Context: an optimization exercise on an open-source flow, tuned for small area, a short achievable clock period and few clock cycles per item. The choices shown serve that exercise and are no tape-out recipe. Where RTL was checked, it was by simulation tests only, not by an equivalence proof against the original. The RTL of runs 1 to 3 was laid out without a check of its function. No activity file was given, so power comes from the tool's default toggle rates.

<file path="run.sh">
#!/bin/bash
# synth_recipe.tcl (not shown) runs the flow's synth.tcl, then flattens the netlist and writes it again
# the make line also repeats each setting of config.mk as NAME=value (left out here)
make -C /OpenROAD-flow-scripts/flow DESIGN_CONFIG=/design/flow/config.mk WORK_HOME=/design/flow/orfs CLKGATE_MAP_FILE= SYNTH_SCRIPT=/design/flow/synth_recipe.tcl finish
</file>
<file path="config.mk">
export PLATFORM = sky130hd
export DESIGN_NAME = rsa_top
export DESIGN_NICKNAME = rsa_top
export VERILOG_FILES = /design/flow/design.v
export SDC_FILE = /design/flow/constraint.sdc
export NUM_CORES = 4
export LEC_CHECK = 0
export CAP_MARGIN = 20
export CORE_MARGIN = 2
export CORE_UTILIZATION = 40
export SLEW_MARGIN = 20
</file>
<file path="constraint.sdc">
create_clock -name core_clock -period 8.0 [get_ports {clk}]
set_input_delay 1.6000 -clock core_clock [delete_from_list [all_inputs] [get_ports {clk}]]
set_output_delay 1.6000 -clock core_clock [all_outputs]
set_load 0.01 [all_outputs]
</file>
<file path="design.v">
package rsa_pkg;
  localparam int OPERAND_WIDTH = 32;
  localparam int EXP_BITS = 16;
  localparam int ACC_WIDTH = OPERAND_WIDTH + 1;
  localparam logic [1:0] OP_NOP = 2'd0;
  localparam logic [1:0] OP_EXP = 2'd1;
  localparam logic [2:0] PARAM_MODULUS = 3'd0;
  localparam logic [2:0] PARAM_R_MOD_N = 3'd1;
  localparam logic [2:0] PARAM_BASE = 3'd2;
  localparam logic [2:0] PARAM_R2_MOD_N = 3'd3;
  localparam logic [2:0] PARAM_EXPONENT = 3'd4;
endpackage
`timescale 1ns/1ps
import rsa_pkg::*;
module montgomery_mult (
  input  logic                     clk,
  input  logic                     clear,      
  input  logic                     load_sub,   
  input  logic [1:0]               a_bits,     
  input  logic [1:0]               a_next,     
  input  logic [1:0]               b_first,    
  input  logic [1:0]               a_first,    
  input  logic [OPERAND_WIDTH-1:0] b,
  input  logic [OPERAND_WIDTH-1:0] modulus,
  output logic [ACC_WIDTH:0]       sum,    
  output logic [OPERAND_WIDTH-1:0] held
);
  localparam int TW = ACC_WIDTH + 2;   
  logic [ACC_WIDTH-1:0] s_q;
  logic [ACC_WIDTH-1:0] c_q;
  logic                 cin_q;
  logic [1:0]           q_q;
  logic [TW-1:0]        pp0;
  logic [TW-1:0]        pp1;
  logic [TW-1:0]        mm0;
  logic [TW-1:0]        mm1;
  logic [TW-1:0]        xs1, xc1, xs2, xc2, xs3, xc3, xs4, xc4;
  logic [ACC_WIDTH-1:0] neg_n;
  logic [3:0]           low_t;
  logic [1:0]           q_pred;
  logic [1:0]           q_init;
  function automatic logic [TW-1:0] maj3(input logic [TW-1:0] x, input logic [TW-1:0] y,
                                         input logic [TW-1:0] z);
    maj3 = (x & y) | (x & z) | (y & z);
  endfunction
  function automatic logic [1:0] q_digit(input logic [1:0] t, input logic [1:0] a,
                                         input logic [1:0] bl, input logic [1:0] nl);
    logic [1:0] u;
    u = t + (a[0] ? bl : 2'b00) + (a[1] ? {bl[0], 1'b0} : 2'b00);
    q_digit = {u[1] ^ (u[0] & ~nl[1]), u[0]};
  endfunction
  assign pp0 = a_bits[0] ? TW'(b)               : '0;
  assign pp1 = a_bits[1] ? TW'({b, 1'b0})       : '0;
  assign mm0 = q_q[0]    ? TW'(modulus)         : '0;
  assign mm1 = q_q[1]    ? TW'({modulus, 1'b0}) : '0;
  assign xs1 = TW'(s_q) ^ TW'(c_q) ^ pp0;
  assign xc1 = {maj3(TW'(s_q), TW'(c_q), pp0), cin_q};
  assign xs2 = pp1 ^ mm0 ^ mm1;
  assign xc2 = {maj3(pp1, mm0, mm1), 1'b0};
  assign xs3 = xs1 ^ xc1 ^ xs2;
  assign xc3 = {maj3(xs1, xc1, xs2), 1'b0};
  assign xs4 = xs3 ^ xc3 ^ xc2;
  assign xc4 = {maj3(xs3, xc3, xc2), 1'b0};
  assign low_t  = s_q[3:0] + c_q[3:0] + {3'b000, cin_q} + pp0[3:0] + pp1[3:0]
                + mm0[3:0] + mm1[3:0];
  assign q_pred = q_digit(low_t[3:2], a_next, b[1:0], modulus[1:0]);
  assign q_init = q_digit(2'b00, a_first, b_first, modulus[1:0]);
  assign neg_n = {1'b1, ~modulus[OPERAND_WIDTH-1:1], 1'b1};
  assign sum  = {1'b0, s_q} + {1'b0, c_q} + {{ACC_WIDTH{1'b0}}, cin_q};
  assign held = s_q[OPERAND_WIDTH-1:0];
  always_ff @(posedge clk) begin
    if (clear) begin
      s_q   <= '0;
      c_q   <= '0;
      cin_q <= 1'b0;
      q_q   <= q_init;
    end else if (load_sub) begin
      s_q   <= sum[ACC_WIDTH-1:0];
      c_q   <= neg_n;
      cin_q <= 1'b0;
      q_q   <= q_pred;
    end else begin
      s_q   <= xs4[TW-1:2];
      c_q   <= xc4[TW-1:2];
      cin_q <= xs4[1];
      q_q   <= q_pred;
    end
  end
endmodule
`timescale 1ns/1ps
import rsa_pkg::*;
module rsa_cmd_decode (
  input  logic                     clk,
  input  logic                     param_valid,
  input  logic [2:0]               param_sel,
  input  logic [OPERAND_WIDTH-1:0] param_data,
  input  logic                     cmd_valid,
  input  logic [1:0]               cmd_op,
  input  logic                     busy,
  output logic                     exp_fire,
  output logic [OPERAND_WIDTH-1:0] modulus,
  output logic [OPERAND_WIDTH-1:0] base,
  output logic [OPERAND_WIDTH-1:0] r2_mod_n,
  output logic [EXP_BITS-1:0]      exponent
);
  logic param_fire;
  assign param_fire = param_valid & ~busy;
  assign exp_fire   = cmd_valid & ~busy & (cmd_op == OP_EXP);
  always_ff @(posedge clk) begin
    if (param_fire) begin
      case (param_sel)
        PARAM_MODULUS:  modulus  <= param_data;
        PARAM_BASE:     base     <= param_data;
        PARAM_R2_MOD_N: r2_mod_n <= param_data;
        PARAM_EXPONENT: exponent <= param_data[EXP_BITS-1:0];
        default: begin
        end
      endcase
    end
  end
endmodule
`timescale 1ns/1ps
import rsa_pkg::*;
module rsa_modexp (
  input  logic                     clk,
  input  logic                     resetn,
  input  logic                     exp_fire,
  input  logic [OPERAND_WIDTH-1:0] modulus,
  input  logic [OPERAND_WIDTH-1:0] base,
  input  logic [OPERAND_WIDTH-1:0] r2_mod_n,
  input  logic [EXP_BITS-1:0]      exponent,
  output logic                     exp_done,
  output logic [OPERAND_WIDTH-1:0] exp_result
);
  logic                     ph_init;
  logic                     ph_iter;
  logic                     ph_res;
  logic                     ph_sub;
  logic [3:0]               it_cnt;
  logic [4:0]               rnd;
  logic                     last_rnd;
  logic                     conv_rnd;
  logic                     e_bit;
  logic [OPERAND_WIDTH-1:0] sq;
  logic [OPERAND_WIDTH-1:0] acc;
  logic [1:0]               a_bits;
  logic [1:0]               a_next;
  logic [1:0]               a_fetch;
  logic [OPERAND_WIDTH-1:0] a_src;
  logic [ACC_WIDTH:0]       sq_sum;
  logic [ACC_WIDTH:0]       acc_sum;
  logic [OPERAND_WIDTH-1:0] sq_red;
  logic [OPERAND_WIDTH-1:0] acc_red;
  logic                     mm_clear;
  logic                     acc_take;
  logic [1:0]               a_first;
  logic [1:0]               sq_first;
  logic [1:0]               acc_first;
  logic [OPERAND_WIDTH-1:0] sq_held;
  logic [OPERAND_WIDTH-1:0] acc_held;
  assign last_rnd = (rnd == 5'd16);
  assign e_bit    = exponent[rnd[3:0] - 4'd1];
  always_ff @(posedge clk) begin
    if (!resetn) begin
      ph_init  <= 1'b0;
      ph_iter  <= 1'b0;
      ph_res   <= 1'b0;
      ph_sub   <= 1'b0;
    end else begin
      ph_init  <= exp_fire;
      ph_res   <= ph_iter & (it_cnt == 4'd15);
      ph_sub   <= ph_res;
      if (ph_init | (ph_sub & ~last_rnd)) begin
        ph_iter <= 1'b1;
      end else if (it_cnt == 4'd15) begin
        ph_iter <= 1'b0;
      end
    end
  end
  always_ff @(posedge clk) begin
    if (ph_init) begin
      rnd      <= '0;
      conv_rnd <= 1'b1;
    end else if (ph_sub) begin
      rnd      <= rnd + 5'd1;
      conv_rnd <= 1'b0;
    end
    if (ph_iter) begin
      it_cnt <= it_cnt + 4'd1;
    end else begin
      it_cnt <= '0;
    end
  end
  assign a_src   = conv_rnd ? base : sq;
  assign a_fetch = a_src[{it_cnt + 4'd2, 1'b0} +: 2];
  assign sq_red  = sq_sum[ACC_WIDTH]  ? sq_sum[OPERAND_WIDTH-1:0]  : sq_held;
  assign acc_red = acc_sum[ACC_WIDTH] ? acc_sum[OPERAND_WIDTH-1:0] : acc_held;
  assign acc_take  = !conv_rnd && e_bit;
  assign a_first   = ph_init ? base[1:0] : sq_red[1:0];
  assign sq_first  = ph_init ? r2_mod_n[1:0] : sq_red[1:0];
  assign acc_first = acc_take ? acc_red[1:0] : acc[1:0];
  always_ff @(posedge clk) begin
    if (ph_init) begin
      a_bits <= base[1:0];
      a_next <= base[3:2];
    end else if (ph_sub) begin
      a_bits <= sq_red[1:0];
      a_next <= sq_red[3:2];
    end else begin
      a_bits <= a_next;
      a_next <= a_fetch;
    end
  end
  always_ff @(posedge clk) begin
    if (ph_init) begin
      sq  <= r2_mod_n;
      acc <= {{(OPERAND_WIDTH-1){1'b0}}, |modulus[OPERAND_WIDTH-1:1]};
    end else if (ph_sub) begin
      sq <= sq_red;
      if (acc_take) begin
        acc <= acc_red;
      end
    end
  end
  assign exp_result = acc;
  assign exp_done   = ph_sub & last_rnd;
  assign mm_clear   = ph_init | ph_sub;
  montgomery_mult mult_sq (
    .clk      (clk),
    .clear    (mm_clear),
    .load_sub (ph_res),
    .a_bits   (a_bits),
    .a_next   (a_next),
    .b_first  (sq_first),
    .a_first  (a_first),
    .b        (sq),
    .modulus  (modulus),
    .sum      (sq_sum),
    .held     (sq_held)
  );
  montgomery_mult mult_acc (
    .clk      (clk),
    .clear    (mm_clear),
    .load_sub (ph_res),
    .a_bits   (a_bits),
    .a_next   (a_next),
    .b_first  (acc_first),
    .a_first  (a_first),
    .b        (acc),
    .modulus  (modulus),
    .sum      (acc_sum),
    .held     (acc_held)
  );
endmodule
`timescale 1ns/1ps
import rsa_pkg::*;
module rsa_result (
  input  logic clk,
  input  logic resetn,
  input  logic exp_fire,
  input  logic exp_done,
  input  logic result_ready,
  output logic result_valid,
  output logic busy
);
  always_ff @(posedge clk) begin
    if (!resetn) begin
      busy         <= 1'b0;
      result_valid <= 1'b0;
    end else begin
      if (exp_fire) begin
        busy <= 1'b1;
      end else if (result_valid && result_ready) begin
        busy <= 1'b0;
      end
      if (exp_done) begin
        result_valid <= 1'b1;
      end else if (result_ready) begin
        result_valid <= 1'b0;
      end
    end
  end
endmodule
`timescale 1ns/1ps
import rsa_pkg::*;
module rsa_top (
  input  logic                     clk,
  input  logic                     resetn,
  input  logic                     param_valid,
  input  logic [2:0]               param_sel,
  input  logic [OPERAND_WIDTH-1:0] param_data,
  output logic                     param_ready,
  input  logic                     cmd_valid,
  input  logic [1:0]               cmd_op,
  output logic                     cmd_ready,
  output logic                     result_valid,
  output logic [OPERAND_WIDTH-1:0] result_data,
  input  logic                     result_ready,
  output logic                     busy
);
  logic                     exp_fire;
  logic [OPERAND_WIDTH-1:0] modulus;
  logic [OPERAND_WIDTH-1:0] base;
  logic [OPERAND_WIDTH-1:0] r2_mod_n;
  logic [EXP_BITS-1:0]      exponent;
  logic                     exp_done;
  assign param_ready = ~busy;
  assign cmd_ready   = ~busy;
  rsa_cmd_decode rsa_cmd_decode_inst (
    .clk         (clk),
    .param_valid (param_valid),
    .param_sel   (param_sel),
    .param_data  (param_data),
    .cmd_valid   (cmd_valid),
    .cmd_op      (cmd_op),
    .busy        (busy),
    .exp_fire    (exp_fire),
    .modulus     (modulus),
    .base        (base),
    .r2_mod_n    (r2_mod_n),
    .exponent    (exponent)
  );
  rsa_modexp rsa_modexp_inst (
    .clk        (clk),
    .resetn     (resetn),
    .exp_fire   (exp_fire),
    .modulus    (modulus),
    .base       (base),
    .r2_mod_n   (r2_mod_n),
    .exponent   (exponent),
    .exp_done   (exp_done),
    .exp_result (result_data)
  );
  rsa_result rsa_result_inst (
    .clk          (clk),
    .resetn       (resetn),
    .exp_fire     (exp_fire),
    .exp_done     (exp_done),
    .result_ready (result_ready),
    .result_valid (result_valid),
    .busy         (busy)
  );
endmodule
</file>
==> results of run 1 <==
-- metal layers --
layer | vias up | GRT usage, % | share of wire [%]
li1 | 8088 | - | -
met1 | 8685 | 29.6 | 45
met2 | 451 | 35.3 | 46
met3 | 107 | 3.71 | 6.3
met4 | 0 | 6.78 | 2.8
met5 | - | 0 | 0
-- cell usage after synthesis (all sizes together), types with 6 or more instances --
| library cell | number | area, um^2 |
|---|---|---|
| nor3 | 24 | 131 |
| mux2i | 72 | 737 |
| mux4 | 24 | 541 |
| and3 | 6 | 37.5 |
| nand3 | 20 | 100 |
| a21oi | 163 | 831 |
| clkbuf | 91 | 342 |
| and2 | 195 | 1220 |
| o21a | 11 | 83.8 |
| mux2 | 6 | 67.6 |
| xor2 | 27 | 236 |
| nor2 | 170 | 638 |
| o21bai | 12 | 90.1 |
| a21o | 38 | 285 |
| inv | 345 | 1290 |
| a211oi | 21 | 158 |
| ha | 80 | 1000 |
| nand2 | 241 | 905 |
| buf | 18 | 90.1 |
| edfxtp | 145 | 4350 |
| a311oi | 15 | 131 |
| o21ai | 63 | 315 |
| fa | 264 | 5290 |
| dfxtp | 189 | 3780 |
| nor2b | 7 | 43.8 |
| nand4 | 15 | 93.8 |
| nand2b | 40 | 250 |
| xnor2 | 62 | 543 |
| o211ai | 7 | 57.6 |
| nor4 | 9 | 56.3 |
-- through the flow --
stage	hold slack [ns]	total power, mW	utilization (%)	std cells	instance area [um^2]
6_report	0.485	11.4	45.2	3300	27300
4_1_cts	0.483	11.5	45.2	3299	27300
2_1_floorplan	0.441	7.86	-	2454	24300
5_1_grt	0.521	12.7	45.2	3299	27300
3_3_place_gp	0.466	9.31	42.9	3225	25900
3_5_place_dp	0.472	9.51	42.9	3225	25900
-- state kept, by name (all words and copies together), names as in the netlist, 2 cells and up --
register and cells:
rsa_modexp_inst.mult_acc.c_q 33, rsa_modexp_inst.mult_acc.s_q 33, rsa_modexp_inst.mult_sq.c_q 33, rsa_modexp_inst.mult_sq.s_q 33, rsa_cmd_decode_inst.base 32, rsa_cmd_decode_inst.modulus 32
rsa_cmd_decode_inst.r2_mod_n 32, rsa_modexp_inst.acc 32, rsa_modexp_inst.sq 32, rsa_cmd_decode_inst.exponent 16, rsa_modexp_inst.rnd 5, rsa_modexp_inst.it_cnt 4
rsa_modexp_inst.a_bits 2, rsa_modexp_inst.a_next 2, rsa_modexp_inst.mult_acc.q_q 2, rsa_modexp_inst.mult_sq.q_q 2
-- cell type report --
| type | instances | area (um^2) |
|---|---|---|
| Inverter | 346 | 1300 |
| Tap cell | 782 | 978 |
| Fill cell | 5589 | 33000 |
| Multi-Input combinational cell | 1665 | 14500 |
| Sequential cell | 334 | 8150 |
| Clock buffer | 56 | 1170 |
| Timing Repair Buffer | 98 | 928 |
| Clock inverter | 18 | 214 |
| Antenna cell | 1 | 2.50 |
-- worst min path at each step --
stage                                start                   endpoint  slack, ns  cells after the start
5_1_grt        rsa_cmd_decode_inst.base[2]  rsa_modexp_inst.a_next[0]       0.52                      2
3_5_place_dp       rsa_modexp_inst.ph_iter     rsa_modexp_inst.ph_res       0.47                      2
4_1_cts            rsa_modexp_inst.ph_iter     rsa_modexp_inst.ph_res       0.48                      2
6_report           rsa_modexp_inst.ph_iter     rsa_modexp_inst.ph_res       0.49                      2
2_1_floorplan  rsa_cmd_decode_inst.base[2]  rsa_modexp_inst.a_next[0]       0.44                      2
3_3_place_gp       rsa_modexp_inst.ph_iter     rsa_modexp_inst.ph_res       0.47                      2
-- power by group --
part           switching (mW)  total (mW)  leakage [nW]  internal [mW]
Sequential              0.284        2.51          2.88           2.23
Combinational            3.92        6.99          7.72           3.07
Clock                   0.791        1.95         0.663           1.16
-- worst reg2reg max path, stage by stage, from the launching register on --
cell and delay, ns:
dfxtp_2 0.87, buf_4 0.63, and2_1 0.26, fa_1 0.47, fa_1 0.48, ha_1 0.28, a21o_1 0.18, ha_1 0.29
ha_1 0.29, nand2b_1 0.07, xnor2_1 0.19, xnor2_1 0.16, xnor2_1 0.14, nand2_1 0.06, o21ai_1 0.07
-- cell families (layout without fill, tap and decap cells) --
logic type      count (synthesis)  in the layout
simple gates                  746            746
buf+inv                       455            518
compound gates                382            382
fa+ha+maj                     346            346
flops                         334            334
mux                           102            102
xor+xnor                       89             89
other cells                     0              1
==> run summary, run 1 <==
clk slew on worst S/H paths=0.06 ns; core area=60200 um^2; CTS Root Cell=clkbuf_16; Slowest-stage cell, CP=dfxtp_2; initial antenna violation count=0; pwr/cell area=420 nW/um^2; maximum fanout along the worst path=33; CP startpoint=rsa_modexp_inst.a_bits[0]; setup bufs post-CTS=0; Avg Synthesized Cell Area=a little under 10 um^2; CTS sink cnt=334; Die ar.=62800 um^2; CP Data Required Time=8.50 ns; vias in the first global route=18300; ys async rst share=0%; hold-fix buffers at CTS=0; RSZ-0062 raised after global routing=no; CP Capture Point=rsa_modexp_inst.mult_sq.q_q[1]; CP Capture Type=flip-flop; grt total ovfl=0; FF+latch count, synth=334; commonest non-fill, non-tap cell in the layout=inv_1; Mapped Nets=~2800; H-tree levels=2; crit start category=flip-flop; WP depth=14; fin nets=around 2900; worst path cell trace=buf_4 > and2_1 > fa_1 > fa_1 > ha_1 > a21o_1 > ha_1 > ha_1 > nand2b_1 > xnor2_1 > xnor2_1 > xnor2_1 > nand2_1 > o21ai_1; crit path DAT=5.01 ns; Setup CP Type=reg -> reg; R2R Path End=rsa_modexp_inst.mult_sq.q_q[1]; Setup TNS=0 ns; routed via count=17300; Die Y=~250 um; clock skew=roughly 0.024 ns; VDD IR max=approximately 190 uV; Mapped Cells=2454; Die Span X=251 um; Synth Area in XOR/XNOR=3.20%; Global Route Usage Sum=21.7%; Max stage delay on crit path=between 0.8 and 0.9 ns; Synth cell types=79; simple logic cell fraction of the synthesized area=14.9%; HPWL after DPL=48.6 mm; Final Hold Fails=0; Max Slew Vio Count=0; Worst Hold Class=reg -> reg; pin count of the biggest net entering global routing=78; largest family of logic cells by synthesized area=adder cells; Least-Margin Pin Slew=0.898 ns; pre-CTS WS=3.56 ns; delay-heaviest family, CP=adder cells; Initial DRC Count=1255; Post-DRT Antenna Nets=0; final worst-path cycle share=~56%; worst-skew pair later-pin latency=0.58 ns; CTS max path bufs=3; post-synthesis mux area share=between 5 and 6%; detailed-route DRC error count=0; via/cell ratio=5.25; WP buf/inv=1; Synth Warn #=4; Synth Area in Compound Gates=around a tenth; Max Fclk=approximately 220 MHz; final setup margin=3.49 ns; routed length per placed instance=about 20 um; FP Rows=90; Seq/Total Area, Yosys=33.4%; minimum clock period=4.51 ns; CTS tree=yes; Routed WL=67.1 mm; R2R Setup Slk=3.49 ns; adder-cell share of the synthesized area=25.9%; MaxCap Viol Count=0; Synth Flop Type=dfxtp_1; Area Growth Syn to Fin=12.0%; most frequent cells in the layout=344 x inv_1, 264 x fa_1, 241 x nand2_1, 195 x and2_1, 183 x dfxtp_1; RD Place Congestion=0.891; Num CTS Buffers=41; port bufs=just under 80; Synth Cell Area=24300 um^2; Starting Density=between 40% and 50%; fraction of layout cells with a size suffix above 1=5.96%; Post-synth EDFFs=~150; R2R depth=14; final setup vio count=0; # IOs=78; outcome=timing/DRC/antenna clean; Max-slew headroom=40.1%; LEAKAGE=11.3 nW; Detailed Routing Iterations Pass 1=5; Critical R2R Launch=rsa_modexp_inst.a_bits[0]; Resized cells post-CTS=0; first-pass GRT wire length=105 mm
==> run 2, diff against run 1 <==
--- a/config.mk
+++ b/config.mk
@@ -8,4 +8,5 @@
 export CAP_MARGIN = 20
 export CORE_MARGIN = 2
 export CORE_UTILIZATION = 40
+export SETUP_SLACK_MARGIN = 5
 export SLEW_MARGIN = 20
==> run summary, run 2 <==
Global Route Usage Sum=23.7%; commonest non-fill, non-tap cell in the layout=inv_1; Mapped Cells=2454; Worst Hold Class=reg -> reg; Hold Crit Endpoint=rsa_modexp_inst.ph_res; main area contributors after synthesis=fa_1 22%, edfxtp_1 18%, dfxtp_1 16%; hold-fix buffers at CTS=0; Die Span X=around 250 um; Mapped Nets=2840; CTS Root Cell=clkbuf_16; pwr/cell area=428 nW/um^2; via/cell ratio=5.41; VDD IR max=280 uV; Setup CP Type=reg -> reg; cell taking the most area after synthesis=fa_1; final setup vio count=0; Worst path most repeated cell=fa_1; CTS tree=yes; Area Growth Syn to Fin=23.3%; Num CTS Buffers=40; most common cell in the synthesized netlist=inv_1; ys async rst share=0%; CP Data Required Time=8.44 ns; routed via count=18500; core area=60200 um^2; Max Fclk=between 200 and 300 MHz; Slowest-stage cell, CP=fa_1; Synth Flop Type=dfxtp_1; Die ar.=62800 um^2; RD Place Congestion=0.891; R2R depth=13; Final Hold Fails=0; Seq/Total Area, Yosys=33.4%; pin count of the biggest net entering global routing=101; Hold Path Stages=2; clk slew on worst S/H paths=0.06 ns; first-pass GRT wire length=113 mm; Routed WL=76.3 mm; LEAKAGE=12.4 nW; CTS sink cnt=334; final worst-path cycle share=44.6%; grt total ovfl=0; Max stage delay on crit path=0.54 ns; Critical R2R Launch=rsa_modexp_inst.a_bits[1]; port bufs=77; Avg Synthesized Cell Area=just under 10 um^2; R2R Setup Slk=4.43 ns; Setup TNS=0 ns; Die Y=251 um; fraction of layout cells with a size suffix above 1=19.3%; CP Capture Type=flip-flop; final setup margin=4.43 ns; HPWL after DPL=48.2 mm; post-synth top area share=21.7%; most frequent cells in the layout=319 x inv_1, 259 x fa_1, 236 x nand2_1, 179 x and2_1, 163 x nor2_1; routed length per placed instance=22.2 um; Max-slew headroom=30.9%; CTS max path bufs=3; minimum clock period=between 3 and 4 ns; crit path DAT=approximately 4.0 ns; worst-skew pair later-pin latency=0.57 ns; fin nets=3000; Non-Filler Instances=approximately 3400; Max Slew Vio Count=0; Synth Warn #=4; Least-Margin Pin Slew=about 1.0 ns; Starting Density=40.4%; initial antenna violation count=2; Initial DRC Count=1301; Synth cell types=79; clock skew=0.0233 ns; FF+latch count, synth=about 330; most frequent cells after synthesis=345 x inv_1, 264 x fa_1, 241 x nand2_1; FP Rows=90; dpl cells=3222; Post-DRT Antenna Nets=0; R2R Path End=rsa_modexp_inst.mult_acc.q_q[1]; worst path cell trace=buf_12 > nand2_1 > fa_1 > fa_1 > inv_1 > fa_1 > ha_4 > ha_4 > nor2b_4 > xnor2_2 > xnor2_1 > xnor2_1 > a22oi_2; MaxCap Viol Count=0; # IOs=just under 80; Post-synth EDFFs=145; Detailed Routing Iterations Pass 1=5; crit start category=flip-flop; H-tree levels=2; Synth Cell Area=24300 um^2; vias in the first global route=about 19000; outcome=timing/DRC/antenna clean; detailed-route DRC error count=0; pre-CTS WS=roughly 3.6 ns; HP Start=rsa_modexp_inst.ph_iter; RSZ-0062 raised after global routing=yes; maximum fanout along the worst path=4
[run 2: layer usage]
layer / vias to the layer above / share of wire [%] / global-route usage (%)
met5: - / 0 / 0
met4: 0 / 4.0 / 8.79
met3: 146 / 6.6 / 4.74
met2: 607 / 46 / 38.1
met1: 9442 / 43 / 31.7
li1: 8350 / - / -
[run 2: kinds of logic (layout without fill, tap and decap cells)]
logic type      after synthesis  after routing  share of synthesized area (%)
xor+xnor                     89             89                           3.20
simple gates                746            746                           14.9
compound gates              382            384                           9.95
other cells                   0              1                              0
fa+ha+maj                   346            346                           25.9
mux                         102            102                           5.53
buf+inv                     455            644                           7.11
flops                       334            334                           33.4
[run 2: where the power goes]
part           total [mW]  internal (mW)  leakage, nW  switching (mW)
sequential           2.56           2.25         2.90           0.313
combinational        8.44           3.91         8.89            4.53
clock                1.86           1.07        0.635           0.792
total                12.9           7.22         12.4            5.63
[run 2: through the flow]
stage | area (um^2) | hold WS [ns] | power (mW) | util [%]
floorplan | 24500 | 0.441 | 7.89 | -
global placement | 25900 | 0.467 | 9.33 | 43.0
detailed placement | 25900 | 0.478 | 9.52 | 43.0
CTS | 28600 | 0.486 | 12.1 | 47.5
global route | 30000 | 0.524 | 14.0 | 49.8
finish | 30000 | 0.485 | 12.9 | 49.8
[run 2: area by class of cell]
type / count / area [um^2]
antenna: 1 / 2.50
timing repair buffer: 225 / 2410
tap: 782 / 978
inverter: 346 / 1310
multi-input combinational: 1667 / 15800
clock inverter: 17 / 155
sequential: 334 / 8230
clock buffer: 56 / 1140
fill: 5345 / 30200
[run 2: worst max-delay path by stage]
| stage | cells past startpoint | start | to |
|---|---|---|---|
| 4_1_cts | 12 | rsa_cmd_decode_inst.modulus[2] | rsa_modexp_inst.mult_acc.q_q[1] |
| 3_3_place_gp | 14 | rsa_modexp_inst.a_bits[1] | rsa_modexp_inst.mult_acc.q_q[1] |
| 6_report | 13 | rsa_modexp_inst.a_bits[1] | rsa_modexp_inst.mult_acc.q_q[1] |
| 3_5_place_dp | 14 | rsa_modexp_inst.a_bits[0] | rsa_modexp_inst.mult_sq.q_q[1] |
| 5_1_grt | 13 | rsa_modexp_inst.a_bits[1] | rsa_modexp_inst.mult_acc.q_q[1] |
| 2_1_floorplan | 14 | rsa_modexp_inst.a_bits[1] | rsa_modexp_inst.mult_acc.q_q[1] |
[run 2: repair_timing]
item	CTS	global route
resized for setup	210	205
pin swaps	51	137
hold endpoints to repair	0	0
cloned	8	7
endpoints found under the setup margin	240	116
setup buffers	71	46
[run 2: worst max-delay path, delay by kind of cell (launching register included)]
kind	cells	cell delay, ns
DFF	1	0.41
and+or+nand+nor	2	0.22
AOI/OAI and AO/OA	1	0.10
buffers and inverters	2	0.18
xor gates and xnor gates	3	0.45
adders and majority gates	5	2.06
==> run 3, diff against run 2 <==
--- a/design.v
+++ b/design.v
@@ -61,8 +61,7 @@
   assign xc3 = {maj3(xs1, xc1, xs2), 1'b0};
   assign xs4 = xs3 ^ xc3 ^ xc2;
   assign xc4 = {maj3(xs3, xc3, xc2), 1'b0};
-  assign low_t  = s_q[3:0] + c_q[3:0] + {3'b000, cin_q} + pp0[3:0] + pp1[3:0]
-                + mm0[3:0] + mm1[3:0];
+  assign low_t  = {xs4[3:2] + xc4[3:2] + {1'b0, xs4[1]}, 2'b00};
   assign q_pred = q_digit(low_t[3:2], a_next, b[1:0], modulus[1:0]);
   assign q_init = q_digit(2'b00, a_first, b_first, modulus[1:0]);
   assign neg_n = {1'b1, ~modulus[OPERAND_WIDTH-1:1], 1'b1};
--- a/config.mk
+++ b/config.mk
@@ -8,5 +8,5 @@
 export CAP_MARGIN = 20
 export CORE_MARGIN = 2
 export CORE_UTILIZATION = 40
-export SETUP_SLACK_MARGIN = 5
+export SETUP_SLACK_MARGIN = 4.6
 export SLEW_MARGIN = 20
==> run summary, run 3 <==
via/cell ratio=~5.4; Routed WL=72.2 mm; detailed-route DRC error count=0; Synth Area in XOR/XNOR=around 2.6%; Num CTS Buffers=41; post-synthesis mux area share=6.22%; Synth cell types=78; adder-cell share of the synthesized area=25.2%; Post-DRT Antenna Nets=0; FP Rows=90; Post-synth EDFFs=145; VDD IR max=between 200 and 250 uV; worst-skew pair later-pin latency=0.60 ns; CTS sink cnt=334; ys async rst share=0%; clock skew=0.0316 ns; most common cell in the synthesized netlist=inv_1; Detailed Routing Iterations Pass 1=5; Starting Density=40.4%; Die Y=251 um; Mapped Cells=around 2500; vias in the first global route=19100; LEAKAGE=11.6 nW; final worst-path cycle share=roughly 47%; post-synth top area share=21.4%; Synth Flop Type=dfxtp_1; minimum clock period=3.74 ns; core area=60200 um^2; RSZ-0062 raised after global routing=yes; Setup CP Type=reg -> reg; diodes inserted=0; CTS max path bufs=3; Net Sw Frac=a little over two fifths; CP Capture Type=flip-flop; Synth Warn #=4; clk slew on worst S/H paths=0.06 ns; Area Growth Syn to Fin=16.1%; first-pass GRT wire length=111 mm; pwr/cell area=about 420 nW/um^2; Max Slew Vio Count=0; grt total ovfl=0; CTS Root Cell=clkbuf_16; Initial DRC Count=between 1000 and 1500; maximum fanout along the worst path=4; largest family of logic cells by synthesized area=adder cells; pin count of the biggest net entering global routing=100; crit start category=flip-flop; crit path DAT=4.22 ns; Combinational Power Share=62.5%; outcome=timing/DRC/antenna clean; Global Route Usage Sum=23.0%; commonest non-fill, non-tap cell in the layout=inv_1; Worst Hold Class=reg -> reg; Seq/Total Area, Yosys=33.4%; Max Fclk=267 MHz; Synth Cell Area=between 20000 and 25000 um^2; # IOs=78; hold-fix buffers at CTS=0; final core utilization=47.0%; clock power share=16.4%; port bufs=a little under 80; Mapped Nets=2843; HPWL after DPL=49.5 mm; initial antenna violation count=5; H-tree levels=2; NetSw=5.20 mW; Least-Margin Pin Slew=just over 1 ns; Die Span X=251 um; most frequent cells in the layout=344 x inv_1, 257 x fa_1, 246 x nand2_1, 197 x and2_1, 173 x dfxtp_1; MaxCap Viol Count=0; Filler cells=5514; main area contributors after synthesis=fa_1 21%, edfxtp_1 18%, dfxtp_1 16%; FF+latch count, synth=334; Avg Synthesized Cell Area=9.87 um^2; final setup margin=4.26 ns; cell taking the most area after synthesis=fa_1; final setup vio count=0; CP Data Required Time=8.48 ns; fin nets=2931; RD Place Congestion=0.870; Setup TNS=0 ns; Die ar.=62900 um^2; Final Hold Fails=0; internal power=~6.7 mW; Seq pwr share=21.1%; fraction of layout cells with a size suffix above 1=around 10%; Max-slew headroom=30.9%; routed via count=18200; simple logic cell fraction of the synthesized area=15.5%; CTS tree=yes; most frequent cells after synthesis=348 x inv_1, 260 x fa_1, 250 x nand2_1; routed length per placed instance=21.4 um; pre-CTS WS=3.35 ns; Synth Area in Compound Gates=slightly above 10%
## run 3: changes by cell type after synthesis, moves of 8 or more
cell     delta
nand2_1     +9
mux2i_1    +19
nor2_1     -27
and3_1     +10
o21ai_0    +18
a21o_1     -10
a21oi_1    -11
nand3_1     +8
xnor2_1    -18
## run 3: worst max-delay path, stage by stage, from the launching register on
cell and delay [ns]:
edfxtp_1 0.49, nand2_1 0.13, fa_1 0.54, inv_1 0.05, fa_1 0.46, fa_1 0.56
fa_1 0.43, ha_1 0.28, inv_1 0.04, nor2_1 0.10, xnor2_1 0.15, xnor2_1 0.14
nor2_1 0.06, a21o_1 0.18
## run 3: cell type report
cell class	instances	area (um^2)	share of cell area, %
clock inverter	22	278	0.982
clock buffer	54	1110	3.94
tap	782	978	3.46
sequential	334	8170	28.9
multi-input combinational	1677	14900	52.7
timing repair buffer	151	1510	5.34
inverter	350	1320	4.67
## run 3: cell families after synthesis
kind of cell	after synthesis
AO/OA/AOI/OAI	388
XOR/XNOR	71
adder cells (fa/ha/maj)	334
buffers and inverters	457
flip-flops	334
multiplexers	120
AND/OR/NAND/NOR	763
## run 3: path summary, 6_finish.rpt
kind	start	to	slack (ns)	cells past startpoint
worst max-delay path	rsa_cmd_decode_inst.modulus[0]	rsa_modexp_inst.mult_acc.q_q[1]	4.26	13
worst min-delay path	rsa_modexp_inst.ph_iter	rsa_modexp_inst.ph_res	0.48	2
worst max register to register	rsa_cmd_decode_inst.modulus[0]	rsa_modexp_inst.mult_acc.q_q[1]	4.26	13
worst min register to register	rsa_modexp_inst.ph_iter	rsa_modexp_inst.ph_res	0.48	2
## run 3: stage by stage
stage | instance area (um^2) | total power, mW | hold slack [ns] | instances
after CTS | 28000 | 11.8 | 0.480 | 3356
after global routing | 28300 | 13.1 | 0.504 | 3370
after detailed placement | 25900 | 9.39 | 0.472 | 3242
after global placement | 25900 | 9.20 | 0.467 | 3242
after floorplan | 24500 | 7.80 | 0.441 | 2467
final | 28300 | 11.9 | 0.478 | 3370
## run 3: power groups by stage
| stage | Clock [mW] | Sequential [mW] | Combinational [mW] |
|---|---|---|---|
| floorplan | 0 | 2.42 | 5.38 |
| global placement | 0 | 2.54 | 6.66 |
| detailed placement | 0 | 2.55 | 6.85 |
| CTS | 1.99 | 2.49 | 7.30 |
| global route | 2.05 | 2.54 | 8.48 |
| finish | 1.95 | 2.51 | 7.44 |
## run 3: what timing repair did
item | CTS | global route
cloned | 3 | 1
endpoints found under the setup margin | 89 | 62
setup buffers | 35 | 13
resized for setup | 70 | 37
pin swaps | 28 | 22
## run 3: metal layers
| layer | global-route usage (%) | vias to the layer above | routed length, um |
|---|---|---|---|
| li1 | - | 8310 | - |
| met1 | 31.1 | 9195 | 31200 |
| met2 | 38.7 | 586 | 34500 |
| met3 | 3.62 | 119 | 4730 |
| met4 | 5.92 | 0 | 1780 |
| met5 | 0 | - | 0 |
==> run 4, diff against run 3 <==
--- a/design.v
+++ b/design.v
@@ -17,72 +17,60 @@
   input  logic                     clear,      
   input  logic                     load_sub,   
   input  logic [1:0]               a_bits,     
-  input  logic [1:0]               a_next,     
-  input  logic [1:0]               b_first,    
-  input  logic [1:0]               a_first,    
   input  logic [OPERAND_WIDTH-1:0] b,
   input  logic [OPERAND_WIDTH-1:0] modulus,
-  output logic [ACC_WIDTH:0]       sum,    
+  output logic [ACC_WIDTH:0]       sum,        
   output logic [OPERAND_WIDTH-1:0] held
 );
-  localparam int TW = ACC_WIDTH + 2;   
+  localparam int TW = ACC_WIDTH + 1;   
   logic [ACC_WIDTH-1:0] s_q;
   logic [ACC_WIDTH-1:0] c_q;
-  logic                 cin_q;
-  logic [1:0]           q_q;
-  logic [TW-1:0]        pp0;
-  logic [TW-1:0]        pp1;
-  logic [TW-1:0]        mm0;
-  logic [TW-1:0]        mm1;
+  logic [TW-1:0]        s_in;
+  logic [TW-1:0]        c_in;
+  logic [TW-1:0]        pp0, pp1, mm0, mm1;
   logic [TW-1:0]        xs1, xc1, xs2, xc2, xs3, xc3, xs4, xc4;
+  logic [TW-1:0]        hs, hc;
+  logic                 q0, q1;
+  logic                 w_mid;
   logic [ACC_WIDTH-1:0] neg_n;
-  logic [3:0]           low_t;
-  logic [1:0]           q_pred;
-  logic [1:0]           q_init;
   function automatic logic [TW-1:0] maj3(input logic [TW-1:0] x, input logic [TW-1:0] y,
                                          input logic [TW-1:0] z);
     maj3 = (x & y) | (x & z) | (y & z);
   endfunction
-  function automatic logic [1:0] q_digit(input logic [1:0] t, input logic [1:0] a,
-                                         input logic [1:0] bl, input logic [1:0] nl);
-    logic [1:0] u;
-    u = t + (a[0] ? bl : 2'b00) + (a[1] ? {bl[0], 1'b0} : 2'b00);
-    q_digit = {u[1] ^ (u[0] & ~nl[1]), u[0]};
-  endfunction
-  assign pp0 = a_bits[0] ? TW'(b)               : '0;
-  assign pp1 = a_bits[1] ? TW'({b, 1'b0})       : '0;
-  assign mm0 = q_q[0]    ? TW'(modulus)         : '0;
-  assign mm1 = q_q[1]    ? TW'({modulus, 1'b0}) : '0;
-  assign xs1 = TW'(s_q) ^ TW'(c_q) ^ pp0;
-  assign xc1 = {maj3(TW'(s_q), TW'(c_q), pp0), cin_q};
-  assign xs2 = pp1 ^ mm0 ^ mm1;
-  assign xc2 = {maj3(pp1, mm0, mm1), 1'b0};
-  assign xs3 = xs1 ^ xc1 ^ xs2;
-  assign xc3 = {maj3(xs1, xc1, xs2), 1'b0};
-  assign xs4 = xs3 ^ xc3 ^ xc2;
-  assign xc4 = {maj3(xs3, xc3, xc2), 1'b0};
-  assign low_t  = {xs4[3:2] + xc4[3:2] + {1'b0, xs4[1]}, 2'b00};
-  assign q_pred = q_digit(low_t[3:2], a_next, b[1:0], modulus[1:0]);
-  assign q_init = q_digit(2'b00, a_first, b_first, modulus[1:0]);
+  assign s_in = TW'(s_q);
+  assign c_in = TW'(c_q);
+  assign q0    = s_q[0] ^ c_q[0] ^ (a_bits[0] & b[0]);
+  assign w_mid = (s_q[0] | c_q[0] | (a_bits[0] & b[0])) &
+                 ~(s_q[0] & c_q[0] & a_bits[0] & b[0]);
+  assign q1    = s_q[1] ^ c_q[1] ^ (a_bits[0] & b[1]) ^ (q0 & modulus[1]) ^ w_mid ^
+                 (a_bits[1] & b[0]);
+  assign pp0 = a_bits[0] ? TW'(b)       : '0;
+  assign pp1 = a_bits[1] ? TW'(b)       : '0;
+  assign mm0 = q0        ? TW'(modulus) : '0;
+  assign mm1 = q1        ? TW'(modulus) : '0;
+  assign xs1 = s_in ^ c_in ^ pp0;
+  assign xc1 = {maj3(s_in, c_in, pp0), 1'b0};
+  assign xs2 = xs1 ^ xc1 ^ mm0;
+  assign xc2 = {maj3(xs1, xc1, mm0), 1'b0};
+  assign hs  = {1'b0, xs2[TW-1:1]};
+  assign hc  = {1'b0, xc2[TW-1:1]};
+  assign xs3 = hs ^ hc ^ pp1;
+  assign xc3 = {maj3(hs, hc, pp1), 1'b0};
+  assign xs4 = xs3 ^ xc3 ^ mm1;
+  assign xc4 = {maj3(xs3, xc3, mm1), 1'b0};
   assign neg_n = {1'b1, ~modulus[OPERAND_WIDTH-1:1], 1'b1};
-  assign sum  = {1'b0, s_q} + {1'b0, c_q} + {{ACC_WIDTH{1'b0}}, cin_q};
+  assign sum  = {1'b0, s_q} + {1'b0, c_q};
   assign held = s_q[OPERAND_WIDTH-1:0];
   always_ff @(posedge clk) begin
     if (clear) begin
-      s_q   <= '0;
-      c_q   <= '0;
-      cin_q <= 1'b0;
-      q_q   <= q_init;
+      s_q <= '0;
+      c_q <= '0;
     end else if (load_sub) begin
-      s_q   <= sum[ACC_WIDTH-1:0];
-      c_q   <= neg_n;
-      cin_q <= 1'b0;
-      q_q   <= q_pred;
+      s_q <= sum[ACC_WIDTH-1:0];
+      c_q <= neg_n;
     end else begin
-      s_q   <= xs4[TW-1:2];
-      c_q   <= xc4[TW-1:2];
-      cin_q <= xs4[1];
-      q_q   <= q_pred;
+      s_q <= xs4[TW-1:1];
+      c_q <= xc4[TW-1:1];
     end
   end
 endmodule
@@ -143,7 +131,6 @@
   logic [OPERAND_WIDTH-1:0] sq;
   logic [OPERAND_WIDTH-1:0] acc;
   logic [1:0]               a_bits;
-  logic [1:0]               a_next;
   logic [1:0]               a_fetch;
   logic [OPERAND_WIDTH-1:0] a_src;
   logic [ACC_WIDTH:0]       sq_sum;
@@ -152,9 +139,6 @@
   logic [OPERAND_WIDTH-1:0] acc_red;
   logic                     mm_clear;
   logic                     acc_take;
-  logic [1:0]               a_first;
-  logic [1:0]               sq_first;
-  logic [1:0]               acc_first;
   logic [OPERAND_WIDTH-1:0] sq_held;
   logic [OPERAND_WIDTH-1:0] acc_held;
   assign last_rnd = (rnd == 5'd16);
@@ -191,23 +175,17 @@
     end
   end
   assign a_src   = conv_rnd ? base : sq;
-  assign a_fetch = a_src[{it_cnt + 4'd2, 1'b0} +: 2];
+  assign a_fetch = a_src[{it_cnt + 4'd1, 1'b0} +: 2];
   assign sq_red  = sq_sum[ACC_WIDTH]  ? sq_sum[OPERAND_WIDTH-1:0]  : sq_held;
   assign acc_red = acc_sum[ACC_WIDTH] ? acc_sum[OPERAND_WIDTH-1:0] : acc_held;
-  assign acc_take  = !conv_rnd && e_bit;
-  assign a_first   = ph_init ? base[1:0] : sq_red[1:0];
-  assign sq_first  = ph_init ? r2_mod_n[1:0] : sq_red[1:0];
-  assign acc_first = acc_take ? acc_red[1:0] : acc[1:0];
+  assign acc_take = !conv_rnd && e_bit;
   always_ff @(posedge clk) begin
     if (ph_init) begin
       a_bits <= base[1:0];
-      a_next <= base[3:2];
     end else if (ph_sub) begin
       a_bits <= sq_red[1:0];
-      a_next <= sq_red[3:2];
     end else begin
-      a_bits <= a_next;
-      a_next <= a_fetch;
+      a_bits <= a_fetch;
     end
   end
   always_ff @(posedge clk) begin
@@ -229,9 +207,6 @@
     .clear    (mm_clear),
     .load_sub (ph_res),
     .a_bits   (a_bits),
-    .a_next   (a_next),
-    .b_first  (sq_first),
-    .a_first  (a_first),
     .b        (sq),
     .modulus  (modulus),
     .sum      (sq_sum),
@@ -242,9 +217,6 @@
     .clear    (mm_clear),
     .load_sub (ph_res),
     .a_bits   (a_bits),
-    .a_next   (a_next),
-    .b_first  (acc_first),
-    .a_first  (a_first),
     .b        (acc),
     .modulus  (modulus),
     .sum      (acc_sum),
--- a/config.mk
+++ b/config.mk
@@ -8,5 +8,5 @@
 export CAP_MARGIN = 20
 export CORE_MARGIN = 2
 export CORE_UTILIZATION = 40
-export SETUP_SLACK_MARGIN = 4.6
+export SETUP_SLACK_MARGIN = 5
 export SLEW_MARGIN = 20
==> run summary, run 4 <==
outcome=timing/DRC/antenna clean; crit path DAT=3.90 ns; via/cell ratio=5.35; Avg Synthesized Cell Area=10.4 um^2; clock skew=about 0.029 ns; VDD IR max=363 uV; Die Span X=248 um; Seq/Total Area, Yosys=33.6%; first-pass GRT wire length=roughly 100 mm; pin count of the biggest net entering global routing=92; Post-DRT Antenna Nets=0; Least-Margin Pin Slew=1.02 ns; Synth cell types=94; Setup TNS=0 ns; CTS max path bufs=3; routed via count=17100; Detailed Routing Iterations Pass 1=5; Slowest-stage cell, CP=fa_2; fin nets=around 2800; Mapped Cells=2289; Num CTS Buffers=39; core area=58900 um^2; main area contributors after synthesis=fa_1 22%, edfxtp_1 18%, dfxtp_1 15%; Synth Area in XOR/XNOR=2.69%; crit start category=flip-flop; simple logic cell fraction of the synthesized area=13.8%; Non-Filler Instances=3204; FP Rows=89; CP Data Required Time=8.45 ns; Worst Hold Class=reg -> reg; Worst path most repeated cell=fa_1; Synth Flop Type=dfxtp_1; most common cell in the synthesized netlist=inv_1; Max-slew headroom=about a third; RD Place Congestion=0.879; grt total ovfl=0; CTS tree=yes; cell taking the most area after synthesis=fa_1; FF+latch count, synth=~330; MaxCap Viol Count=0; minimum clock period=3.45 ns; CTS Root Cell=clkbuf_16; most frequent cells in the layout=256 x inv_1, 197 x fa_1, 181 x nand2_1, 145 x edfxtp_1, 139 x dfxtp_1; post-synthesis mux area share=7.25%; HPWL after DPL=46.1 mm; largest family of logic cells by synthesized area=adder cells; LEAKAGE=12.1 nW; Initial DRC Count=1557; clk slew on worst S/H paths=0.06 ns; initial antenna violation count=0; Area Growth Syn to Fin=22.6%; diodes inserted=0; HP Start=rsa_modexp_inst.conv_rnd; CP Capture Type=flip-flop; Final Hold Fails=0; vias in the first global route=17600; adder-cell share of the synthesized area=25.7%; Setup CP Type=reg -> reg; Synth Warn #=4; routed length per placed instance=21.5 um; post-route cell area=between 20000 and 30000 um^2; post-synth top area share=between 20% and 30%; final core utilization=49.5%; Synth Cell Area=23800 um^2; DP Area=25600 um^2; WP buf/inv=6; CTS sink cnt=326; Global Route Usage Sum=22.4%; Routed WL=68.9 mm; # IOs=78; fraction of layout cells with a size suffix above 1=23.0%; worst-skew pair later-pin latency=0.58 ns; Die ar.=61400 um^2; RSZ-0062 raised after global routing=yes; final setup vio count=0; Mapped Nets=between 2000 and 3000; Synth Area in Compound Gates=a little over 10%; worst path cell trace=buf_12 > nand2_4 > fa_2 > buf_6 > buf_8 > buf_4 > nor2b_2 > fa_1 > inv_1 > fa_1 > inv_1 > fa_1 > nand3_1 > o21ai_0; pwr/cell area=514 nW/um^2; Starting Density=between 40% and 50%; commonest non-fill, non-tap cell in the layout=inv_1; Max Slew Vio Count=0; dpl cells=roughly 3100; Critical R2R Launch=rsa_modexp_inst.a_bits[0]; Max stage delay on crit path=0.57 ns; Max Fclk=290 MHz; detailed-route DRC error count=0; delay-heaviest family, CP=adder cells; most frequent cells after synthesis=274 x inv_1, 256 x fa_1, 200 x nand2_1; H-tree levels=2; Die Y=roughly 250 um; hold_ws=0.458 ns; maximum fanout along the worst path=8; ys async rst share=0%; CP startpoint=rsa_modexp_inst.a_bits[0]; port bufs=between 70 and 80; final worst-path cycle share=between 40% and 50%; Post-synth EDFFs=about 150
-- run 4: where the power goes --
group          switching [mW]  internal (mW)  total (mW)
logic                    5.59           4.98        10.6
registers               0.402           2.24        2.65
clock network           0.747           1.02        1.77
total                    6.74           8.24        15.0
-- run 4: layout make-up --
cell class,count,area (um^2)
sequential,326,8050
tap,773,967
inverter,276,1050
fill,5128,29800
timing repair buffer,173,1940
clock inverter,16,163
clock buffer,55,1090
multi-input combinational,1585,15900
-- run 4: worst paths after layout --
kind	slack [ns]	end	cells after the start
worst max-delay path	4.55	rsa_modexp_inst.mult_sq.s_q[29]	14
worst min register to register	0.46	rsa_modexp_inst.conv_rnd	1
worst min-delay path	0.46	rsa_modexp_inst.conv_rnd	1
worst max register to register	4.55	rsa_modexp_inst.mult_sq.s_q[29]	14
-- run 4: layer usage --
metal  vias up  global-route usage (%)  wire length (um)
li1       7847                       -                 -
met1      8649                    31.7             30500
met2       549                    35.6             31900
met3        99                    2.93              4470
met4         0                    7.06              2020
met5         -                       0                 0
-- run 4: worst reg2reg max path, stage by stage, from the launching register on --
cell and delay, ns:
dfxtp_4 0.40, buf_12 0.17, nand2_4 0.06, fa_2 0.57, buf_6 0.12, buf_8 0.14, buf_4 0.13, nor2b_2 0.04
fa_1 0.54, inv_1 0.05, fa_1 0.47, inv_1 0.05, fa_1 0.43, nand3_1 0.08, o21ai_0 0.08
-- run 4: timing repair --
action                                  in CTS  in global routing
hold buffers                                 0                  0
endpoints found under the setup margin     244                217
gates resized for setup                    180                204
pin swaps                                   45                 64
cloned                                       7                  6
setup buffers                               36                 30
-- run 4: logic make-up after synthesis --
logic type,Yosys count
and+or+nand+nor,648
AOI/OAI and AO/OA,386
buffers and inverters,379
adders and majority gates,335
DFF,326
muxes,142
xor gates and xnor gates,73
-- run 4: through the flow --
stage	power [mW]	worst slack [ns]
2_1_floorplan	9.48	4.67
5_1_grt	16.5	4.47
3_3_place_gp	11.1	2.96
4_1_cts	14.1	4.58
3_5_place_dp	11.5	3.13
6_report	15.0	4.55
Testbench counts of run 4, summed over its fixed seeds: cycles 40,192, items 128.
==> run 5, diff against run 4 <==
--- a/config.mk
+++ b/config.mk
@@ -8,5 +8,5 @@
 export CAP_MARGIN = 20
 export CORE_MARGIN = 2
 export CORE_UTILIZATION = 40
-export SETUP_SLACK_MARGIN = 5
+export SETUP_SLACK_MARGIN = 4.6
 export SLEW_MARGIN = 20
==> run summary, run 5 <==
Seq/Total Area, Yosys=between 30% and 40%; WP buf/inv=4; main area contributors after synthesis=fa_1 22%, edfxtp_1 18%, dfxtp_1 15%; Synth Warn #=4; most common cell in the synthesized netlist=inv_1; commonest non-fill, non-tap cell in the layout=inv_1; Max Slew Vio Count=0; # IOs=78; Detailed Routing Iterations Pass 1=5; CTS tree=yes; FP Rows=between 80 and 90; CTS sink cnt=326; met3 Use GR=3.29%; Most Crowded Layer GR=met2; delay-heaviest family, CP=adder cells; Die Span X=around 250 um; CP Capture Type=flip-flop; Synth cell types=94; routed via count=16900; Num CTS Buffers=38; VDD IR max=240 uV; Least-Margin Pin Slew=between 1 and 1.5 ns; via/cell ratio=5.35; routed length per placed instance=roughly 21 um; worst path cell trace=buf_4 > nand2_2 > fa_2 > buf_6 > nor2b_1 > fa_1 > inv_1 > fa_1 > inv_1 > fa_1 > mux2i_1 > nor2_1; port bufs=between 70 and 80; Post-synth EDFFs=145; first-pass GRT wire length=102 mm; most frequent cells after synthesis=274 x inv_1, 256 x fa_1, 200 x nand2_1; pre-CTS WS=between 3 and 4 ns; fraction of layout cells with a size suffix above 1=9.26%; most frequent cells in the layout=270 x inv_1, 247 x fa_1, 197 x nand2_1, 176 x dfxtp_1, 165 x a21oi_1; outcome=timing/DRC/antenna clean; diodes inserted=0; Global Route Usage Sum=21.9%; MaxCap Viol Count=0; Synth Flop Type=dfxtp_1; vias in the first global route=17300; minimum clock period=3.44 ns; final worst-path cycle share=43.0%; Slowest-stage cell, CP=fa_2; worst-skew pair later-pin latency=around 0.57 ns; Starting Density=about two fifths; Max Fclk=a little under 300 MHz; maximum fanout along the worst path=6; cell taking the most area after synthesis=fa_1; detailed-route DRC error count=0; Worst Hold Class=reg -> reg; H-tree levels=2; final setup vio count=0; grt total ovfl=0; Synth Cell Area=23800 um^2; RSZ-0062 raised after global routing=yes; Avg Synthesized Cell Area=~10 um^2; clk slew on worst S/H paths=0.06 ns; pin count of the biggest net entering global routing=84; HPWL after DPL=46.3 mm; FF+latch count, synth=326; Mapped Nets=2666; final setup margin=4.56 ns; Setup TNS=0 ns; Die Y=248 um; Mapped Cells=2289; RD Place Congestion=between 0.9 and 1; Initial DRC Count=around 1300; LEAKAGE=11.2 nW; crit start category=flip-flop; CTS Root Cell=clkbuf_16; clock skew=0.0185 ns; CP Data Required Time=8.42 ns; Max stage delay on crit path=0.63 ns; GR Util met1=between 30% and 40%; Die ar.=61400 um^2; CTS max path bufs=3; Routed WL=66.1 mm; core area=just under 60000 um^2; initial antenna violation count=0; crit path DAT=3.86 ns; Post-DRT Antenna Nets=0; fin nets=2724; Worst path most repeated cell=fa_1; met2 Use GR=approximately a third; post-synth top area share=between 20% and 30%; hold-fix buffers at CTS=0; ys async rst share=0%; Max-slew headroom=about 30%; Filler cells=5387; Final Hold Fails=0; pwr/cell area=501 nW/um^2; Setup CP Type=reg -> reg; Area Growth Syn to Fin=14.1%
-- run 5: final timing paths --
check,from,end,slack (ns),depth (start not counted)
worst max-delay path,rsa_modexp_inst.a_bits[0],rsa_modexp_inst.mult_acc.s_q[29],4.56,12
worst min-delay path,rsa_modexp_inst.conv_rnd,rsa_modexp_inst.conv_rnd,0.46,1
worst max register to register,rsa_modexp_inst.a_bits[0],rsa_modexp_inst.mult_acc.s_q[29],4.56,12
worst min register to register,rsa_modexp_inst.conv_rnd,rsa_modexp_inst.conv_rnd,0.46,1
-- run 5: timing repair --
action                                  CTS  global route
buffers inserted                         13             5
resized for setup                        24            45
endpoints found under the setup margin  167           166
pin swaps                                 8            19
gates cloned                              3             3
-- run 5: per-stage QoR --
step | util [%] | cell area [um^2] | power [mW] | std cells | hold slack [ns]
3_3_place_gp | 42.8 | 25200 | 10.8 | 3056 | 0.438
6_report | 46.0 | 27100 | 13.6 | 3150 | 0.457
4_1_cts | 45.6 | 26900 | 13.4 | 3142 | 0.458
3_5_place_dp | 42.8 | 25200 | 11.2 | 3056 | 0.444
5_1_grt | 46.0 | 27100 | 15.0 | 3150 | 0.472
2_1_floorplan | - | 23800 | 9.09 | 2289 | 0.443
-- run 5: layout make-up --
class	instances	area (um^2)	area share, %
Inverter	276	1040	3.84
Timing Repair Buffer	120	1320	4.85
Clock inverter	18	240	0.886
Sequential cell	326	7990	29.5
Clock buffer	52	1030	3.82
Tap cell	773	967	3.57
Multi-Input combinational cell	1585	14500	53.6
-- run 5: logic make-up (layout without fill, tap and decap cells) --
family	count (synthesis)	count (layout)	synth area share, %
AO/OA/AOI/OAI	386	386	10.4
XOR/XNOR	73	74	2.69
adder cells (fa/ha/maj)	335	335	25.7
buffers and inverters	379	466	6.61
flip-flops	326	326	33.6
multiplexers	142	142	7.25
AND/OR/NAND/NOR	648	648	13.8
-- run 5: power breakdown --
group | switching, mW | total, mW | internal, mW
Clock | 0.734 | 1.81 | 1.07
Sequential | 0.341 | 2.57 | 2.23
Combinational | 5.10 | 9.20 | 4.10
-- run 5: per-layer routing --
metal / up-vias / routed length [um] / part of all wire (%)
met5: - / 0 / 0
met4: 0 / 2030 / 3.1
met3: 121 / 3990 / 6.0
met2: 531 / 30300 / 46
met1: 8480 / 29800 / 45
li1: 7724 / - / -
==> run 6, diff against run 5 <==
--- a/config.mk
+++ b/config.mk
@@ -8,5 +8,8 @@
 export CAP_MARGIN = 20
 export CORE_MARGIN = 2
 export CORE_UTILIZATION = 40
+export CTS_BUF_LIST = sky130_fd_sc_hd__clkbuf_8
+export CTS_CLUSTER_DIAMETER = 40
+export CTS_CLUSTER_SIZE = 16
 export SETUP_SLACK_MARGIN = 4.6
 export SLEW_MARGIN = 20
==> run summary, run 6 <==
grt total ovfl=0; fin nets=2750; most frequent cells in the layout=270 x inv_1, 234 x fa_1, 198 x nand2_1, 176 x dfxtp_1, 164 x a21oi_1; CTS tree=yes; Global Route Usage Sum=21.9%; routed via count=17100; hold-fix buffers at CTS=0; Mapped Nets=2666; cell taking the most area after synthesis=fa_1; crit start category=flip-flop; Max Fclk=291 MHz; commonest non-fill, non-tap cell in the layout=inv_1; pin count of the biggest net entering global routing=84; Initial DRC Count=around 1400; HPWL after DPL=approximately 46 mm; pwr/cell area=between 500 and 600 nW/um^2; Die Span X=248 um; most frequent cells after synthesis=274 x inv_1, 256 x fa_1, 200 x nand2_1; Least-Margin Pin Slew=1.06 ns; ys async rst share=0%; minimum clock period=3.43 ns; Post-synth EDFFs=145; H-tree levels=2; Synth Cell Area=23800 um^2; Synth Flop Type=dfxtp_1; Non-Filler Instances=3192; routed length per placed instance=20.9 um; final worst-path cycle share=42.9%; final setup vio count=0; Starting Density=40.4%; VDD IR max=~270 uV; Die ar.=61400 um^2; Setup TNS=0 ns; Slowest-stage cell, CP=fa_2; MaxCap Viol Count=0; Die Y=248 um; main area contributors after synthesis=fa_1 22%, edfxtp_1 18%, dfxtp_1 15%; most common cell in the synthesized netlist=inv_1; worst-skew pair later-pin latency=roughly 0.66 ns; outcome=timing/DRC/antenna clean; Mapped Cells=roughly 2300; Max-slew headroom=29.2%; LEAKAGE=between 10 and 15 nW; Tot Pwr=between 10 and 15 mW; Worst Hold Class=reg -> reg; RD Place Congestion=0.936; fraction of layout cells with a size suffix above 1=12.9%; # IOs=78; Final Hold Fails=0; CTS max path bufs=3; first-pass GRT wire length=103 mm; vias in the first global route=17500; pre-CTS WS=3.31 ns; Max Slew Vio Count=0; dpl cells=3056; CTS Root Cell=clkbuf_8; Detailed Routing Iterations Pass 1=5; Synth cell types=94; Routed WL=66.6 mm; Max stage delay on crit path=0.60 ns; Seq/Total Area, Yosys=33.6%; Avg Synthesized Cell Area=10.4 um^2; via/cell ratio=5.36; Synth Warn #=4; clock skew=0.0340 ns; detailed-route DRC error count=0; FF+latch count, synth=326; Worst path most repeated cell=fa_1; crit path DAT=between 3 and 4 ns; Area Growth Syn to Fin=15.7%; RSZ-0062 raised after global routing=yes; core area=58900 um^2; clk slew on worst S/H paths=0.08 ns; port bufs=77; post-synth top area share=21.6%; Num CTS Buffers=54; worst path cell trace=buf_12 > nand2_4 > fa_2 > buf_12 > clkbuf_16 > nand2b_4 > fa_1 > fa_1 > inv_1 > fa_1 > mux2i_1 > nor2_1; CTS sink cnt=~330; Post-DRT Antenna Nets=0; CP Data Required Time=8.51 ns; Setup CP Type=reg -> reg; initial antenna violation count=1; hold_ws=0.469 ns; final setup margin=~4.6 ns; CP Capture Type=flip-flop; maximum fanout along the worst path=8; FP Rows=89
[run 6: cell count changes in the layout (fill, tap and decap cells not counted), moves of 6 or more]
cell,delta
fa_1,-13
buf_4,+6
clkbuf_1,-12
inv_6,+7
fa_2,+13
clkbuf_8,+63
clkbuf_16,-38
nand2b_1,-25
nand2b_4,+25
[run 6: through the flow]
stage	util (%)	cell area, um^2
5_1_grt	46.7	27500
3_5_place_dp	42.8	25200
2_1_floorplan	-	23800
4_1_cts	45.8	27000
3_3_place_gp	42.8	25200
6_report	46.7	27500
[run 6: power by group]
group	switching (mW)	internal (mW)
clock	0.822	0.966
combinational	5.18	4.30
sequential	0.342	2.23
total	6.34	7.49
[run 6: layer usage]
layer	global-route usage (%)	wire (um)	share of wire, %	vias up
met5	0	0	0	-
met4	5.72	1910	2.9	0
met3	3.56	4340	6.5	121
met2	35.2	30600	46	594
met1	30.9	29700	45	8622
li1	-	-	-	7779
[run 6: critical path: cells and delay by family, from the launching register on]
kind          cells  cell delay, ns
fa+ha+maj         4            1.96
buf+inv           4            0.49
flops             1            0.40
mux               1            0.15
simple gates      3            0.24
[run 6: worst paths after layout]
kind / endpoint / slack (ns) / cells after the start / from
setup / recovery: rsa_modexp_inst.mult_sq.s_q[27] / 4.57 / 12 / rsa_modexp_inst.a_bits[0]
hold / removal: rsa_modexp_inst.conv_rnd / 0.47 / 1 / rsa_modexp_inst.conv_rnd
setup reg to reg: rsa_modexp_inst.mult_sq.s_q[27] / 4.57 / 12 / rsa_modexp_inst.a_bits[0]
hold reg to reg: rsa_modexp_inst.conv_rnd / 0.47 / 1 / rsa_modexp_inst.conv_rnd
[run 6: logic make-up (layout without fill, tap and decap cells)]
kind of cell | after synthesis | count (layout) | synth area share [%]
flip-flops | 326 | 326 | 33.6
AND/OR/NAND/NOR | 648 | 648 | 13.8
AO/OA/AOI/OAI | 386 | 386 | 10.4
multiplexers | 142 | 142 | 7.25
other | 0 | 1 | 0
adder cells (fa/ha/maj) | 335 | 335 | 25.7
XOR/XNOR | 73 | 74 | 2.69
buffers and inverters | 379 | 507 | 6.61
[run 6: layout make-up]
class	instances	area [um^2]
Clock inverter	37	438
Timing Repair Buffer	130	1440
Fill cell	5371	31400
Antenna cell	1	2.50
Sequential cell	326	7990
Clock buffer	64	881
Tap cell	773	967
Multi-Input combinational cell	1585	14800
Inverter	276	1040
[run 6: repair_timing]
action / in CTS / in global routing
cloned: 4 / 3
pin swaps: 14 / 61
buffers inserted: 17 / 10
setup endpoints to repair: 168 / 141
resized for setup: 30 / 87

==> what the ideal ports hide <==
The results above use ideal ports. As a check the final layouts listed here were re-extracted and re-timed, cells and wires unchanged.
Step 1: set_driving_cell puts a clkbuf_16 on clk and a buf_2 on each other input, an assumption about the parent block.
Step 2, shift: input delay + t, output delay - t, t = (earliest + latest rising clock arrival at the registers) / 2. This alone moves slack from input paths to output paths.
Slacks: ideal ports / drivers / drivers and shift; pairs: ideal ports / drivers.
run | t (ns) | slack for setup (ns) | worst slew at a driven data input, ns | cell pins on the clock port's net
run 1 | 0.625 | 3.495 / 3.495 / 3.495 | 0.04 | 1
run 2 | 0.616 | 4.433 / 4.433 / 4.433 | 0.06 | 1
run 3 | 0.643 | 4.261 / 4.261 / 4.261 | 0.05 | 1
run 4 | 0.623 | 4.550 / 4.550 / 4.531 | 0.04 | 1
run 5 | 0.628 | 4.562 / 4.562 / 4.452 | 0.04 | 1
run 6 | 0.710 | 4.567 / 4.567 / 4.465 | 0.04 | 1
After both steps setup and hold are still met in every run listed. The setup slack of run 5, which loses most, moves by 0.000 ns with the drivers and by -0.110 ns with both steps.
